This is an optimization exercise on Yosys and OpenROAD, whose aim is small area, not a production implementation.
In this exercise RTL edits were held to simulation tests only and were not proved equivalent to the original.
No driver is modelled on the clock port, so clocking that relies on it looks cheaper here than on a real chip.

==> inputs of maple <==
## matrix_datapath
module matrix_datapath #(
  parameter int WIDTH_BIT = 1,
  parameter int INDEX_BIT = 3,
  parameter int INSTR_BIT = 8
) (
  input  logic                              CLK,
  input  logic                              RST,
  input  logic                              enable,
  input  logic [31:0]                       instruction,
  output logic                              pc_src,
  output logic [INSTR_BIT-1:0]              jump_addr,
  output logic                              done,
  input  logic [INDEX_BIT-1:0]              dbg_index,
  output logic [(32 << (2*WIDTH_BIT))-1:0]  dbg_data
);
==> module matrix_datapath, before the edit <==
module matrix_datapath #(
  parameter int WIDTH_BIT = 1,
  parameter int INDEX_BIT = 3,
  parameter int INSTR_BIT = 8
) (
  input  logic                              CLK,
  input  logic                              RST,
  input  logic                              enable,
  input  logic [31:0]                       instruction,
  output logic                              pc_src,
  output logic [INSTR_BIT-1:0]              jump_addr,
  output logic                              done,
  input  logic [INDEX_BIT-1:0]              dbg_index,
  output logic [(32 << (2*WIDTH_BIT))-1:0]  dbg_data
);
  logic [2:0] op, d_idx, a_idx, b_idx;
  assign op    = instruction[31:29];
  assign d_idx = instruction[28:26];
  assign a_idx = instruction[25:23];
  assign b_idx = instruction[22:20];
  logic is_lde, is_add, is_sub, is_mul, is_trn, is_ldi, is_full;
  assign is_lde  = (op == 3'b000);
  assign is_add  = (op == 3'b001);
  assign is_sub  = (op == 3'b010);
  assign is_mul  = (op == 3'b011);
  assign is_trn  = (op == 3'b100);
  assign is_ldi  = (op == 3'b101);
  assign is_full = is_add | is_sub | is_mul | is_trn | is_ldi;
  logic mul_n, as_n, ast_n, mas_n, mast_n, trn_n;
  assign mul_n = ~is_mul;
  assign as_n  = ~(is_add | is_sub);
  assign mas_n = ~(is_add | is_sub | is_mul);
  assign trn_n = ~is_trn;
  assign ast_n  = ~(is_add | is_sub | is_trn);
  assign mast_n = ~(is_add | is_sub | is_mul | is_trn);
  logic [25:0] imm_n [4];
  for (genvar e = 0; e < 4; e++) begin : g_imm
    logic ld_e;
    assign ld_e = is_ldi | (is_lde && instruction[17:16] == e);
    for (genvar i = 0; i < 26; i++) begin : g_bit
      if (i < 16) begin : g_lo
        assign imm_n[e][i] = ~(instruction[i] & ld_e);
      end else begin : g_hi
        assign imm_n[e][i] = ~(instruction[i] & is_ldi);
      end
    end
  end
  logic [1023:0] rf;
  logic [127:0]  res;          
  for (genvar r = 0; r < 8; r++) begin : g_reg
    for (genvar e = 0; e < 4; e++) begin : g_el
      logic we;
      assign we = enable && d_idx == r && (is_full || (is_lde && instruction[17:16] == e));
      always_ff @(posedge CLK or posedge RST)
        if (RST) rf[(4*r+e)*32 +: 32] <= '0;
        else if (we) rf[(4*r+e)*32 +: 32] <= res[32*e +: 32];
    end
  end
  logic [127:0] ma_n, mb_n;
  logic [7:0] sa, sb, sd;
  for (genvar r = 0; r < 8; r++) begin : g_sel
    assign sa[r] = a_idx == r;
    assign sb[r] = b_idx == r;
    assign sd[r] = dbg_index == r;
  end
  for (genvar e = 0; e < 4; e++) begin : g_rd
    for (genvar i = 0; i < 32; i++) begin : g_bit
      logic [7:0] d;
      for (genvar r = 0; r < 8; r++) begin : g_d
        assign d[r] = rf[(4*r+e)*32 + i];
      end
      mdp_rd8n u_a (.d(d), .s(sa), .y_n(ma_n[32*e+i]));
      mdp_rd8n u_b (.d(d), .s(sb), .y_n(mb_n[32*e+i]));
      mdp_rd8  u_d (.d(d), .s(sd), .y(dbg_data[32*e+i]));
    end
  end
  logic [15:0] one_n [4], two_n [4], neg [4], neg_n [4];
  for (genvar e = 0; e < 4; e++) begin : g_benc
    for (genvar r = 0; r < 16; r++) begin : g_d
      if (r == 0) begin : g_r0
        mdp_benc0 u_enc (
          .b2n(mb_n[32*e+1]), .b1n(mb_n[32*e]), .mul(is_mul), .mul_n(mul_n),
          .one_n(one_n[e][r]), .two_n(two_n[e][r]), .neg(neg[e][r]), .neg_n(neg_n[e][r]));
      end else begin : g_rn
        mdp_benc u_enc (
          .b2n(mb_n[32*e+2*r+1]), .b1n(mb_n[32*e+2*r]), .b0n(mb_n[32*e+(r == 0 ? 0 : 2*r-1)]),
          .mul(is_mul), .mul_n(mul_n),
          .one_n(one_n[e][r]), .two_n(two_n[e][r]), .neg(neg[e][r]), .neg_n(neg_n[e][r]));
      end
    end
  end
  logic [127:0] bx_n;    
  for (genvar i = 0; i < 128; i++) begin : g_bx
    mdp_xor2 u_bx (.a(mb_n[i]), .b(is_sub), .y(bx_n[i]));
  end
  for (genvar i = 0; i < 2; i++) begin : g_row
    for (genvar j = 0; j < 2; j++) begin : g_col
      localparam int E = 2*i + j;
      localparam int T = 2*j + i;       
      logic [31:0] s_n;
      mdp_mac u_mac (
        .a0_n(ma_n[32*(2*i) +: 32]), .a1_n(ma_n[32*(2*i+1) +: 32]),
        .one0_n(one_n[j]), .two0_n(two_n[j]), .neg0(neg[j]), .neg0_n(neg_n[j]),
        .one1_n(one_n[2+j]), .two1_n(two_n[2+j]), .neg1(neg[2+j]), .neg1_n(neg_n[2+j]),
        .addend_n(ma_n[32*E +: 32]), .bx_n(bx_n[32*E +: 32]),
        .ax_n(T == E ? ast_n : as_n), .by_n(as_n), .cin(is_sub),
        .s_n(s_n));
      if (T == E) begin : g_diag
        for (genvar b = 0; b < 32; b++) begin : g_res
          if (b < 26) begin : g_imm
            mdp_o21ai u_r (.a1(s_n[b]), .a2(mast_n), .b1(imm_n[E][b]), .y(res[32*E+b]));
          end else begin : g_noimm
            mdp_nor2  u_r (.a(s_n[b]), .b(mast_n), .y(res[32*E+b]));
          end
        end
      end else begin : g_off
        for (genvar b = 0; b < 32; b++) begin : g_res
          if (b < 26) begin : g_imm
            logic t;
            mdp_o22a  u_t (.a1(s_n[b]), .a2(mas_n), .b1(ma_n[32*T+b]), .b2(trn_n), .x(t));
            mdp_nand2 u_r (.a(t), .b(imm_n[E][b]), .y(res[32*E+b]));
          end else begin : g_noimm
            mdp_o22ai u_r (.a1(s_n[b]), .a2(mas_n), .b1(ma_n[32*T+b]), .b2(trn_n), .y(res[32*E+b]));
          end
        end
      end
    end
  end
  assign pc_src    = (op == 3'b110);
  assign done      = (op == 3'b111);
  assign jump_addr = instruction[INSTR_BIT-1:0];
endmodule
Settings: LEC_CHECK=0, CAP_MARGIN=20, CELL_PAD_IN_SITES_DETAIL_PLACEMENT=1, CELL_PAD_IN_SITES_GLOBAL_PLACEMENT=1, CORE_MARGIN=2, CORE_UTILIZATION=35, PLACE_DENSITY=0.5, SETUP_SLACK_MARGIN=0.3, SLEW_MARGIN=20, SYNTH_HIERARCHICAL=1; clock period 15.0 ns.
standard.sh (not shown) runs the stock make flow with config.mk's settings and CLKGATE_MAP_FILE= SYNTH_SCRIPT=/design/flow/synth_recipe.tcl, a recipe that flattens the netlist after the stock synthesis.
==> flow/flow/run.sh <==
#!/bin/bash
# Layout flow: the standard ORFS flow (standard.sh) with a few extra ORFS settings.
#  - every port still gets a buffer, a buf_1 instead of a clkdlybuf4s50_1;
#  - placement and timing repair insert only buffers up to buf_4 (flow/small_buffers.tcl);
#  - clock tree built from clkbuf_8, in clusters of up to 12 flip-flops, without dummy loads.
# The full make output goes to flow_make.log; ORFS keeps each step's log under orfs/logs.
set -euo pipefail
HOOK=$PWD/flow/small_buffers.tcl
bash standard.sh \
  "BUFFER_PORTS_ARGS=-buffer_cell sky130_fd_sc_hd__buf_1" \
  "CTS_ARGS=-sink_clustering_enable -repair_clock_nets -dont_use_dummy_load -buf_list sky130_fd_sc_hd__clkbuf_8 -sink_clustering_size 12 -sink_clustering_max_diameter 70" \
  "PRE_GLOBAL_PLACE_TCL=$HOOK" "PRE_RESIZE_TCL=$HOOK" "PRE_CTS_TCL=$HOOK" \
  "PRE_GLOBAL_ROUTE_TCL=$HOOK" "PRE_DETAIL_PLACE_TCL=$HOOK" "PRE_FLOORPLAN_TCL=$HOOK" \
  "PRE_REPAIR_TIMING_POST_PLACE_TCL=$HOOK" \
  finish > flow_make.log 2>&1
==> flow/flow/small_buffers.tcl <==
# Sourced before placement, resizing, CTS and routing steps: buffer insertion and
# repair use only buffers up to buf_4; gates may still be upsized.
set_dont_use {sky130_fd_sc_hd__buf_6 sky130_fd_sc_hd__buf_8
  sky130_fd_sc_hd__buf_12 sky130_fd_sc_hd__buf_16 sky130_fd_sc_hd__bufbuf_8
  sky130_fd_sc_hd__bufbuf_16 sky130_fd_sc_hd__bufinv_8 sky130_fd_sc_hd__bufinv_16}
==> inputs of juniper, as changes to maple <==
--- a/flow/design.v
+++ b/flow/design.v
@@ -48,11 +48,21 @@
   logic [1023:0] rf;
+  logic [7:0]    valid;
   logic [127:0]  res;          
+  logic [3:0] fs;
+  for (genvar e = 0; e < 4; e++) begin : g_fs
+    assign fs[e] = is_full || instruction[17:16] == e;
+  end
   for (genvar r = 0; r < 8; r++) begin : g_reg
+    logic wr, nv;
+    assign wr = enable && d_idx == r && (is_full || is_lde);
+    assign nv = ~valid[r];
     for (genvar e = 0; e < 4; e++) begin : g_el
       logic we;
-      assign we = enable && d_idx == r && (is_full || (is_lde && instruction[17:16] == e));
-      always_ff @(posedge CLK or posedge RST)
-        if (RST) rf[(4*r+e)*32 +: 32] <= '0;
-        else if (we) rf[(4*r+e)*32 +: 32] <= res[32*e +: 32];
+      mdp_o21a u_we (.a1(fs[e]), .a2(nv), .b1(wr), .x(we));
+      always_ff @(posedge CLK)
+        if (we) rf[(4*r+e)*32 +: 32] <= res[32*e +: 32];
     end
+    always_ff @(posedge CLK or posedge RST)
+      if (RST) valid[r] <= 1'b0;
+      else if (wr) valid[r] <= 1'b1;
   end
@@ -61,5 +71,5 @@
   for (genvar r = 0; r < 8; r++) begin : g_sel
-    assign sa[r] = a_idx == r;
-    assign sb[r] = b_idx == r;
-    assign sd[r] = dbg_index == r;
+    assign sa[r] = valid[r] && a_idx == r;
+    assign sb[r] = valid[r] && b_idx == r;
+    assign sd[r] = valid[r] && dbg_index == r;
   end
@@ -991,2 +1001,5 @@
 endmodule
+module mdp_o21a (input logic a1, input logic a2, input logic b1, output logic x);
+  assign x = (a1 | a2) & b1;
+endmodule
 module mdp_o22ai (input logic a1, input logic a2, input logic b1, input logic b2, output logic y);
--- a/flow/flow/run.sh
+++ b/flow/flow/run.sh
@@ -4,3 +4,3 @@
 #  - placement and timing repair insert only buffers up to buf_4 (flow/small_buffers.tcl);
-#  - clock tree built from clkbuf_8, in clusters of up to 12 flip-flops, without dummy loads.
+#  - clock tree built from clkbuf_8, in clusters of up to 16 flip-flops, without dummy loads.
 # The full make output goes to flow_make.log; ORFS keeps each step's log under orfs/logs.
@@ -10,3 +10,3 @@
   "BUFFER_PORTS_ARGS=-buffer_cell sky130_fd_sc_hd__buf_1" \
-  "CTS_ARGS=-sink_clustering_enable -repair_clock_nets -dont_use_dummy_load -buf_list sky130_fd_sc_hd__clkbuf_8 -sink_clustering_size 12 -sink_clustering_max_diameter 70" \
+  "CTS_ARGS=-sink_clustering_enable -repair_clock_nets -dont_use_dummy_load -buf_list sky130_fd_sc_hd__clkbuf_8 -sink_clustering_size 16 -sink_clustering_max_diameter 70" \
   "PRE_GLOBAL_PLACE_TCL=$HOOK" "PRE_RESIZE_TCL=$HOOK" "PRE_CTS_TCL=$HOOK" \
Settings changed: PLACE_DENSITY 0.5 to 0.55.
==> inputs of violet, as changes to maple <==
--- a/flow/design.v
+++ b/flow/design.v
@@ -35,12 +35,8 @@
   assign mast_n = ~(is_add | is_sub | is_mul | is_trn);
-  logic [25:0] imm_n [4];
-  for (genvar e = 0; e < 4; e++) begin : g_imm
-    logic ld_e;
-    assign ld_e = is_ldi | (is_lde && instruction[17:16] == e);
-    for (genvar i = 0; i < 26; i++) begin : g_bit
-      if (i < 16) begin : g_lo
-        assign imm_n[e][i] = ~(instruction[i] & ld_e);
-      end else begin : g_hi
-        assign imm_n[e][i] = ~(instruction[i] & is_ldi);
-      end
+  logic [25:0] imm_n;
+  for (genvar i = 0; i < 26; i++) begin : g_imm
+    if (i < 16) begin : g_lo
+      assign imm_n[i] = ~(instruction[i] & (is_lde | is_ldi));
+    end else begin : g_hi
+      assign imm_n[i] = ~(instruction[i] & is_ldi);
     end
@@ -48,2 +44,3 @@
   logic [1023:0] rf;
+  logic [31:0]   valid;        
   logic [127:0]  res;          
@@ -53,5 +50,7 @@
       assign we = enable && d_idx == r && (is_full || (is_lde && instruction[17:16] == e));
+      always_ff @(posedge CLK)
+        if (we) rf[(4*r+e)*32 +: 32] <= res[32*e +: 32];
       always_ff @(posedge CLK or posedge RST)
-        if (RST) rf[(4*r+e)*32 +: 32] <= '0;
-        else if (we) rf[(4*r+e)*32 +: 32] <= res[32*e +: 32];
+        if (RST) valid[4*r+e] <= 1'b0;
+        else if (we) valid[4*r+e] <= 1'b1;
     end
@@ -59,9 +58,9 @@
   logic [127:0] ma_n, mb_n;
-  logic [7:0] sa, sb, sd;
-  for (genvar r = 0; r < 8; r++) begin : g_sel
-    assign sa[r] = a_idx == r;
-    assign sb[r] = b_idx == r;
-    assign sd[r] = dbg_index == r;
-  end
   for (genvar e = 0; e < 4; e++) begin : g_rd
+    logic [7:0] sa, sb, sd;
+    for (genvar r = 0; r < 8; r++) begin : g_sel
+      assign sa[r] = valid[4*r+e] && a_idx == r;
+      assign sb[r] = valid[4*r+e] && b_idx == r;
+      assign sd[r] = valid[4*r+e] && dbg_index == r;
+    end
     for (genvar i = 0; i < 32; i++) begin : g_bit
@@ -110,3 +109,3 @@
           if (b < 26) begin : g_imm
-            mdp_o21ai u_r (.a1(s_n[b]), .a2(mast_n), .b1(imm_n[E][b]), .y(res[32*E+b]));
+            mdp_o21ai u_r (.a1(s_n[b]), .a2(mast_n), .b1(imm_n[b]), .y(res[32*E+b]));
           end else begin : g_noimm
@@ -120,3 +119,3 @@
             mdp_o22a  u_t (.a1(s_n[b]), .a2(mas_n), .b1(ma_n[32*T+b]), .b2(trn_n), .x(t));
-            mdp_nand2 u_r (.a(t), .b(imm_n[E][b]), .y(res[32*E+b]));
+            mdp_nand2 u_r (.a(t), .b(imm_n[b]), .y(res[32*E+b]));
           end else begin : g_noimm
==> flow/flow/run.sh (replaced) <==
#!/bin/bash
# Layout flow: the standard ORFS flow (standard.sh) with a few extra ORFS settings.
#  - every port still gets a buffer, a buf_1 instead of a clkdlybuf4s50_1;
#  - placement and timing repair insert only small buffers (flow/small_buffers.tcl);
#  - clock tree built from clkbuf_8, in clusters of up to 16 flip-flops, without dummy loads;
#  - after global routing, non-critical gates are downsized (RECOVER_POWER).
# The full make output goes to flow_make.log; ORFS keeps each step's log under orfs/logs.
set -euo pipefail
HOOK=$PWD/flow/small_buffers.tcl
bash standard.sh \
  "BUFFER_PORTS_ARGS=-buffer_cell sky130_fd_sc_hd__buf_1" \
  "CTS_ARGS=-sink_clustering_enable -repair_clock_nets -dont_use_dummy_load -buf_list sky130_fd_sc_hd__clkbuf_8 -sink_clustering_size 16 -sink_clustering_max_diameter 70" \
  "RECOVER_POWER=100" \
  "PRE_GLOBAL_PLACE_TCL=$HOOK" "PRE_RESIZE_TCL=$HOOK" "PRE_CTS_TCL=$HOOK" \
  "PRE_GLOBAL_ROUTE_TCL=$HOOK" "PRE_DETAIL_PLACE_TCL=$HOOK" "PRE_FLOORPLAN_TCL=$HOOK" \
  "PRE_REPAIR_TIMING_POST_PLACE_TCL=$HOOK" \
  finish > flow_make.log 2>&1
==> flow/flow/small_buffers.tcl (replaced) <==
# Sourced before placement, resizing, CTS and routing steps: buffer insertion and
# repair use only the small buffers (buf_1, buf_2); gates may still be upsized.
set_dont_use {sky130_fd_sc_hd__buf_4 sky130_fd_sc_hd__buf_6 sky130_fd_sc_hd__buf_8
  sky130_fd_sc_hd__buf_12 sky130_fd_sc_hd__buf_16 sky130_fd_sc_hd__bufbuf_8
  sky130_fd_sc_hd__bufbuf_16 sky130_fd_sc_hd__bufinv_8 sky130_fd_sc_hd__bufinv_16}
Settings changed: SETUP_SLACK_MARGIN 0.3 to unset.
==> inputs of tundra, as changes to maple <==
--- a/flow/design.v
+++ b/flow/design.v
@@ -48,11 +48,17 @@
   logic [1023:0] rf;
+  logic [7:0]    valid;
   logic [127:0]  res;          
   for (genvar r = 0; r < 8; r++) begin : g_reg
+    logic wr;
+    assign wr = enable && d_idx == r && (is_full || is_lde);
     for (genvar e = 0; e < 4; e++) begin : g_el
       logic we;
-      assign we = enable && d_idx == r && (is_full || (is_lde && instruction[17:16] == e));
-      always_ff @(posedge CLK or posedge RST)
-        if (RST) rf[(4*r+e)*32 +: 32] <= '0;
-        else if (we) rf[(4*r+e)*32 +: 32] <= res[32*e +: 32];
+      assign we = enable && d_idx == r &&
+                  (is_full || (is_lde && (instruction[17:16] == e || !valid[r])));
+      always_ff @(posedge CLK)
+        if (we) rf[(4*r+e)*32 +: 32] <= res[32*e +: 32];
     end
+    always_ff @(posedge CLK or posedge RST)
+      if (RST) valid[r] <= 1'b0;
+      else if (wr) valid[r] <= 1'b1;
   end
@@ -61,5 +67,5 @@
   for (genvar r = 0; r < 8; r++) begin : g_sel
-    assign sa[r] = a_idx == r;
-    assign sb[r] = b_idx == r;
-    assign sd[r] = dbg_index == r;
+    assign sa[r] = valid[r] && a_idx == r;
+    assign sb[r] = valid[r] && b_idx == r;
+    assign sd[r] = valid[r] && dbg_index == r;
   end
==> flow/flow/run.sh (replaced) <==
#!/bin/bash
# Layout flow: the standard ORFS flow (standard.sh) with a few extra ORFS settings.
#  - every port still gets a buffer, a buf_1 instead of a clkdlybuf4s50_1;
#  - placement and timing repair insert only small buffers (flow/small_buffers.tcl);
#  - clock tree built from clkbuf_8, in clusters of up to 16 flip-flops, without dummy loads.
# The full make output goes to flow_make.log; ORFS keeps each step's log under orfs/logs.
set -euo pipefail
HOOK=$PWD/flow/small_buffers.tcl
bash standard.sh \
  "BUFFER_PORTS_ARGS=-buffer_cell sky130_fd_sc_hd__buf_1" \
  "CTS_ARGS=-sink_clustering_enable -repair_clock_nets -dont_use_dummy_load -buf_list sky130_fd_sc_hd__clkbuf_8 -sink_clustering_size 16 -sink_clustering_max_diameter 70" \
  "PRE_GLOBAL_PLACE_TCL=$HOOK" "PRE_RESIZE_TCL=$HOOK" "PRE_CTS_TCL=$HOOK" \
  "PRE_GLOBAL_ROUTE_TCL=$HOOK" "PRE_DETAIL_PLACE_TCL=$HOOK" "PRE_FLOORPLAN_TCL=$HOOK" \
  "PRE_REPAIR_TIMING_POST_PLACE_TCL=$HOOK" \
  finish > flow_make.log 2>&1
==> flow/flow/small_buffers.tcl (replaced) <==
# Sourced before placement, resizing, CTS and routing steps: buffer insertion and
# repair use only the small buffers (buf_1, buf_2); gates may still be upsized.
set_dont_use {sky130_fd_sc_hd__buf_4 sky130_fd_sc_hd__buf_6 sky130_fd_sc_hd__buf_8
  sky130_fd_sc_hd__buf_12 sky130_fd_sc_hd__buf_16 sky130_fd_sc_hd__bufbuf_8
  sky130_fd_sc_hd__bufbuf_16 sky130_fd_sc_hd__bufinv_8 sky130_fd_sc_hd__bufinv_16}
==> results.txt <==
Synthesized area, highest first: maple, violet, tundra, juniper. In violet the fmax is smaller than in tundra, by 2.4%. Final cell count: juniper < violet < tundra < maple. tundra finished with timing, DRC and antenna clean. maple produced a clean layout. juniper went through all stages and came out clean. violet finished but fails on capacitance limit, slew limit, setup timing. In violet the sequential cell count is higher than in tundra, by 24. Worst hold slack: maple is better than violet (0.030 ns). Critical path depth: violet is lower than tundra (2).
==> figures <==
|  | maple | violet | juniper | tundra |
|---|---|---|---|---|
| Sum of met2 wire segment lengths after detailed routing | 368000 um | 352000 um | 345000 um | 351000 um |
| Clock tree skew after final layout | 0.0934 ns | 0.193 ns | 0.0864 ns | 0.103 ns |
| Number of diodes added for antenna fixing | 88 | 121 | 72 | 89 |
| Slack of the worst reg-to-reg path | 3.57 ns | 2.59 ns | 3.18 ns | 2.26 ns |
| Post-place instance area | 150000 um2 | 144000 um2 | 144000 um2 | 144000 um2 |
| Total of fill cells in the finished design | 42.5k | 40.7k | 40.3k | 40.4k |
| Status | timing/DRC/antenna clean | finished with violations | timing/DRC/antenna clean | timing/DRC/antenna clean |
| Reasons for failing layout checks | - | capacitance limit, slew limit, setup timing | - | - |
| Tap cells | 5175 | 4950 | 4837 | 4950 |
| Register clock-pin slew on the reported worst setup and hold paths | 0.09 ns | 0.10 ns | 0.12 ns | 0.12 ns |
| Adder and majority gate portion of the synthesized area | 0.287 | 0.300 | 0.301 | 0.301 |
| DPL Wire Length | 701000 um | 697000 um | 670000 um | 695000 um |
| Via count of the first global-routing pass | 136k | 126k | 128k | 128k |
| Ratio of routed vias to standard cells | 7.12 | 7.07 | 7.34 | 7.10 |
| Total buffers and inverters traversed by the critical path | 4 | 4 | 5 | 7 |

-- re-timing with driven ports --
How much do the figures lean on ideal ports? The routed layouts below were timed once more, with nothing changed but the port constraints. Step 1, drivers: a clkbuf_16 drives CLK and a buf_2 each remaining input, both assumed. Step 2 moves the port delays by t, midway between the first and last clock arrival at a register: inputs arrive t later, outputs are due t later. That takes back most of the time a late clock gives input paths. a / b / c = ideal ports / drivers / drivers and shift; a / b = the first two.
| run | shift t [ns] | slack for setup (ns) | worst register clock-pin slew, ns | worst data-port slew with drivers (ns) |
|---|---|---|---|---|
| maple | 0.872 | 0.397 / 0.429 / -0.443 | 0.10 / 0.10 | 0.05 |
| juniper | 0.852 | 0.742 / 0.800 / -0.052 | 0.12 / 0.12 | 0.04 |
| violet | 0.871 | -0.087 / -0.020 / -0.892 | 0.12 / 0.12 | 0.04 |
| tundra | 0.820 | 0.277 / 0.303 / -0.517 | 0.12 / 0.12 | 0.05 |
Met with ideal ports but missed after step 2: setup timing in maple, juniper and tundra. For maple, which loses most, drivers alone change the setup slack by +0.032 ns; drivers and shift together by -0.840 ns.
